Source: an optimization exercise on an open RTL-to-GDS flow (aim: small area, a short achievable clock period and few clock cycles per item). Production flows keep margins and buffers that such runs may drop. RTL that was checked went through simulation tests only; none was proved equivalent to the original.

==> exp/raven: inputs <==
// sha256_hasher
module sha256_hasher (
  input  wire logic                     clk,
  input  wire logic                     block_load,
  input  wire logic                     block_start,
  input  wire logic                     message_load,
  input  wire sha256_pkg::sha256_block_t block,
  output logic                          block_ready,
  output logic                          done,
  output sha256_pkg::sha256_state_t     hash,
  output sha256_pkg::block_count_t      block_count
);
  typedef logic [31:0] word_t;
  logic       m2;              
  logic       m1;              
  logic       ag, eg;          
  logic       er;              
  logic       ar;              
  logic       w60, r61, r62, r63, af;   
  logic       pend, pend2;     
  logic       st_done;
  logic       last;            
  logic       ready_q;
  logic [5:0] ce;
  logic       accept;
  assign accept = block_start & ready_q;
  logic nx_er, nx_done, nx_idle;
  always_comb begin
    nx_er   = m2 | (er & (ce != 6'd63));
    nx_done = st_done | (af & last & !pend2);
    nx_idle = !accept && !nx_er && !er && !r63 && !nx_done;
  end
  always_ff @(posedge clk or negedge block_load) begin
    if (!block_load) begin
      m2          <= 1'b0;
      m1          <= 1'b0;
      ag          <= 1'b0;
      eg          <= 1'b0;
      er          <= 1'b0;
      ar          <= 1'b0;
      w60         <= 1'b0;
      r61         <= 1'b0;
      r62         <= 1'b0;
      r63         <= 1'b0;
      af          <= 1'b0;
      pend        <= 1'b0;
      pend2       <= 1'b0;
      st_done     <= 1'b0;
  ...
==> flow/config.mk <==
export PLATFORM = sky130hd
export DESIGN_NAME = sha256_hasher
export DESIGN_NICKNAME = sha256_hasher
export VERILOG_FILES = /design/flow/design.v
export SDC_FILE = /design/flow/constraint.sdc
export NUM_CORES = 4
export LEC_CHECK = 0
export CAP_MARGIN = 20
export CORE_MARGIN = 2
export CORE_UTILIZATION = 35
export PLACE_DENSITY = 0.5
export SETUP_SLACK_MARGIN = 4.7
export SLEW_MARGIN = 20
==> flow/constraint.sdc <==
create_clock -name core_clock -period 8.8 [get_ports {clk}]
set_input_delay 1.7600 -clock core_clock [delete_from_list [all_inputs] [get_ports {clk}]]
set_output_delay 1.7600 -clock core_clock [all_outputs]
set_load 0.01 [all_outputs]
standard.sh (not shown) runs the stock make flow with config.mk's settings and CLKGATE_MAP_FILE= SYNTH_SCRIPT=/design/flow/synth_recipe.tcl, a recipe that flattens the netlist after the stock synthesis.
==> flow/flow/run.sh <==
#!/bin/bash
# The standard layout (the standard.sh, unchanged synthesis and steps),
# except that the port buffers are made from the smallest buffer cell.
set -euo pipefail
export BUFFER_PORTS_ARGS="-buffer_cell sky130_fd_sc_hd__buf_1"
bash standard.sh > standard.log 2>&1
==> inputs of exp/maple, as changes to exp/raven <==
--- a/flow/design.v
+++ b/flow/design.v
@@ -132,14 +132,15 @@
   output sha256_pkg::sha256_state_t     hash,
   output sha256_pkg::block_count_t      block_count
 );
   typedef logic [31:0] word_t;
   logic       m2;              
   logic       m1;              
   logic       ag, eg;          
+  logic [1:0] ph;              
   logic       er;              
   logic       ar;              
   logic       w60, r61, r62, r63, af;   
   logic       pend, pend2;     
   logic       st_done;
   logic       last;            
   logic       ready_q;
@@ -148,14 +149,17 @@
   assign accept = block_start & ready_q;
   logic nx_er, nx_done, nx_idle;
   always_comb begin
     nx_er   = m2 | (er & (ce != 6'd63));
     nx_done = st_done | (af & last & !pend2);
     nx_idle = !accept && !nx_er && !er && !r63 && !nx_done;
   end
+  logic rot_a, rot_e;
+  assign rot_a = r61 | r62 | r63 | (!ar & !st_done);
+  assign rot_e = w60 | r61 | r62 | (!er & !nx_done);
   always_ff @(posedge clk or negedge block_load) begin
     if (!block_load) begin
       m2          <= 1'b0;
       m1          <= 1'b0;
       ag          <= 1'b0;
       eg          <= 1'b0;
       er          <= 1'b0;
@@ -166,14 +170,15 @@
       r63         <= 1'b0;
       af          <= 1'b0;
       pend        <= 1'b0;
       pend2       <= 1'b0;
       st_done     <= 1'b0;
       last        <= 1'b0;
       ready_q     <= 1'b1;
+      ph          <= 2'd1;
       ce          <= 6'd63;
       block_count <= '0;
     end else begin
       m2      <= accept;
       m1      <= m2;
       ag      <= er || r63;       
       eg      <= nx_er || r62;    
@@ -184,15 +189,16 @@
       r62     <= r61;
       r63     <= r62;
       af      <= r63;
       pend    <= accept && r62;
       pend2   <= pend;
       st_done <= nx_done;
       if (accept) last <= !message_load;
-      ready_q <= nx_idle || (r61 && !last);
+      ph      <= af ? 2'd0 : ph + 2'd1;
+      ready_q <= (nx_idle && (af ? 2'd0 : ph + 2'd1) == 2'd1) || (r61 && !last);
       if (m2)                      ce <= 6'd0;
       else if (er && ce != 6'd63)  ce <= ce + 6'd1;
       if (accept) block_count <= block_count + 6'd1;
     end
   end
   assign block_ready = ready_q;
   assign done        = st_done;
@@ -276,70 +282,63 @@
   endfunction
   logic [511:0] win;           
   word_t a, b, c;              
   word_t e, f, g;              
   word_t t1;                   
   word_t p;                    
   word_t kv;                   
-  word_t H0, H1, H2, H3, H4, H5, H6, H7;
-  assign hash = {H0, H1, H2, H3, H4, H5, H6, H7};
+  word_t A0, A1, A2, A3, E0, E1, E2, E3;
+  assign hash = {A0, A1, A2, A3, E0, E1, E2, E3};
   word_t S1, chv, dsel, t_s, t_c, t1_n, e_s2, e_c2;
   assign S1   = sha256_pkg::big_sigma1(e);
   assign chv  = sha256_pkg::ch(e, f, g);
-  assign dsel = m1 ? H3 : c;
+  assign dsel = m1 ? A2 : c;
   assign t_s  = csa_s(p, chv, S1);
   assign t_c  = csa_c(p, chv, S1);
   assign t1_n = t_s + t_c;
   assign e_s2 = csa_s(t_s, t_c, dsel);
   assign e_c2 = csa_c(t_s, t_c, dsel);
   word_t S0, mjv, a_s, a_c;
   assign S0  = sha256_pkg::big_sigma0(a);
   assign mjv = sha256_pkg::maj(a, b, c);
   assign a_s = csa_s(t1, S0, mjv);
   assign a_c = csa_c(t1, S0, mjv);
   word_t gsel, p_n;
-  assign gsel = m2 ? H7 : g;
+  assign gsel = m2 ? E2 : g;
   assign p_n  = csa_s(gsel, kv, wd(win, 0)) + csa_c(gsel, kv, wd(win, 0));
   word_t m_s1, m_c1, m_s2, m_c2, u0, u2;
   assign u0   = sha256_pkg::small_sigma1(wd(win, 14));
   assign u2   = sha256_pkg::small_sigma0(wd(win, 1));
   assign m_s1 = csa_s(wd(win, 9), u2, wd(win, 0));
   assign m_c1 = csa_c(wd(win, 9), u2, wd(win, 0));
   assign m_s2 = csa_s(m_s1, m_c1, u0);
   assign m_c2 = csa_c(m_s1, m_c1, u0);
-  word_t opa, ope, sa, se;
-  assign opa = ({32{r61}} & H3) | ({32{r62}} & H2) | ({32{r63}} & H1) | ({32{!ar}} & H0);
-  assign ope = ({32{w60}} & H7) | ({32{r61}} & H6) | ({32{r62}} & H5) | ({32{!er}} & H4);
-  assign sa = (ag ? a : '0) + opa;
-  assign se = (eg ? e : '0) + ope;
+  word_t sa, se;
+  assign sa = (ag ? a : '0) + A3;
+  assign se = (eg ? e : '0) + E3;
   always_ff @(posedge clk) begin
     win <= {win[479:0], sha256_pkg::add_ks_sel(m_s2, m_c2, !accept, wd(block, 15))};
     if (accept) win[511:32] <= block[511:32];
     kv  <= nx_er ? k_next2(ce) : 32'h428a2f98;
     p   <= p_n;
     t1  <= t1_n;
     a   <= sha256_pkg::add_ks_sel(a_s, a_c, ar, sa);
     e   <= sha256_pkg::add_ks_sel(e_s2, e_c2, er, se);
-    if (ar) begin
-      b <= a; c <= b;
-    end else begin
-      b <= H1; c <= H2;
-    end
+    b <= (ar && !m2) ? a : A0;
+    c <= b;
     if (er) begin
       f <= e; g <= f;
     end else begin
-      f <= H5; g <= H6;
+      f <= E0; g <= E1;
     end
   end
   always_ff @(posedge clk or negedge block_load) begin
     if (!block_load) begin
-      {H0, H1, H2, H3, H4, H5, H6, H7} <= sha256_pkg::SHA256_IV;
+      {A0, A1, A2, A3} <= {sha256_pkg::SHA256_IV[159:128], sha256_pkg::SHA256_IV[255:160]};
+      {E0, E1, E2, E3} <= {sha256_pkg::SHA256_IV[63:0], sha256_pkg::SHA256_IV[127:64]};
     end else begin
-      if (w60) H7 <= se;
-      if (r61) begin H3 <= sa; H6 <= se; end
-      if (r62) begin H2 <= sa; H5 <= se; end
-      if (r63) begin H1 <= sa; H4 <= se; end
-      if (af)  H0 <= sa;
+      if (rot_a) {A0, A1, A2, A3} <= {sa, A0, A1, A2};
+      if (rot_e) {E0, E1, E2, E3} <= {se, E0, E1, E2};
     end
   end
 endmodule
 `default_nettype wire
CTS_CLUSTER_DIAMETER = 100   (was unset)
CTS_CLUSTER_SIZE = 20   (was unset)
SETUP_SLACK_MARGIN = 5.0   (was 4.7)
==> run notes <==
Non-clock buffer count: exp/maple is higher than exp/raven (4).
Against exp/raven, the sequential share of layout area of exp/maple is higher by 2.1 points.
Global-route usage: exp/raven is higher than exp/maple (1.3 points).
Of exp/maple and exp/raven, exp/raven has the higher hold slack (gap 12 ps).
In exp/maple the die area is smaller than in exp/raven, by 2.9%.
Of exp/raven and exp/maple, exp/raven has the higher count of clock-buffer cells in the layout (gap 98).
First-iteration DRC count: exp/raven is lower than exp/maple (about 25%).
In exp/maple the via count is lower than in exp/raven, by 2.0%.
==> figures <==
item	exp/maple	exp/raven
Status	complete, no violations	complete, no violations
Number of buffers inserted during clock tree synthesis	68	130
Worst path buffer plus inverter count	1	2
RD Place Congestion	0.972	1.00
Sequential cell area in the final layout	0.0236 mm²	0.0235 mm²
Comb_multi_in	4708	4496
Fin nets	8052	7935
Post-CTS setup buffer count	75	72
Overall via count from detail_route	46700	47600
Worst Reg2Reg Path Length in Cells	16	17
Antenna diode count	7	9
Final non-filler cell area	0.0658 mm²	0.0697 mm²
Cell area after placement	0.0604 mm²	0.0621 mm²
Clock Skew	52.8 ps	52.5 ps
Final area over synthesized area	1.183x	1.216x
Capture point of the critical path	win[30]$_DFF_P_	e[27]$_DFF_P_
Post-synth top area share	28.8%	28.0%
Testbench counts of exp/maple, summed over its fixed seeds: cycles 33,988, blocks 516.
No functional check of the RTL was part of exp/raven.

## separate check: timing with driven ports
No port has a modelled driver above. Below, the same layouts with a new extraction and two added sets of constraints. Step 1, drivers: a clkbuf_16 drives clk and a buf_2 each remaining input, both assumed. Step 2 times the ports against the registers' clock, not the clock port: input delays grow and output delays shrink by t, the midpoint of the rising clock arrivals with the driver on. Three values: no drivers, after step 1, after step 2; two values: the first two.
| run | t, ns | setup slack, ns | slew at the worst register clock pin (ns) |
|---|---|---|---|
| exp/raven | 0.845 | 4.469 / 4.469 / 4.459 | 0.07 / 0.07 |
| exp/maple | 0.779 | 4.503 / 4.503 / 4.327 | 0.09 / 0.09 |
After both steps setup and hold are still met in every run listed. For exp/maple, which loses most, drivers alone change the setup slack by 0.000 ns; drivers and shift together by -0.176 ns.
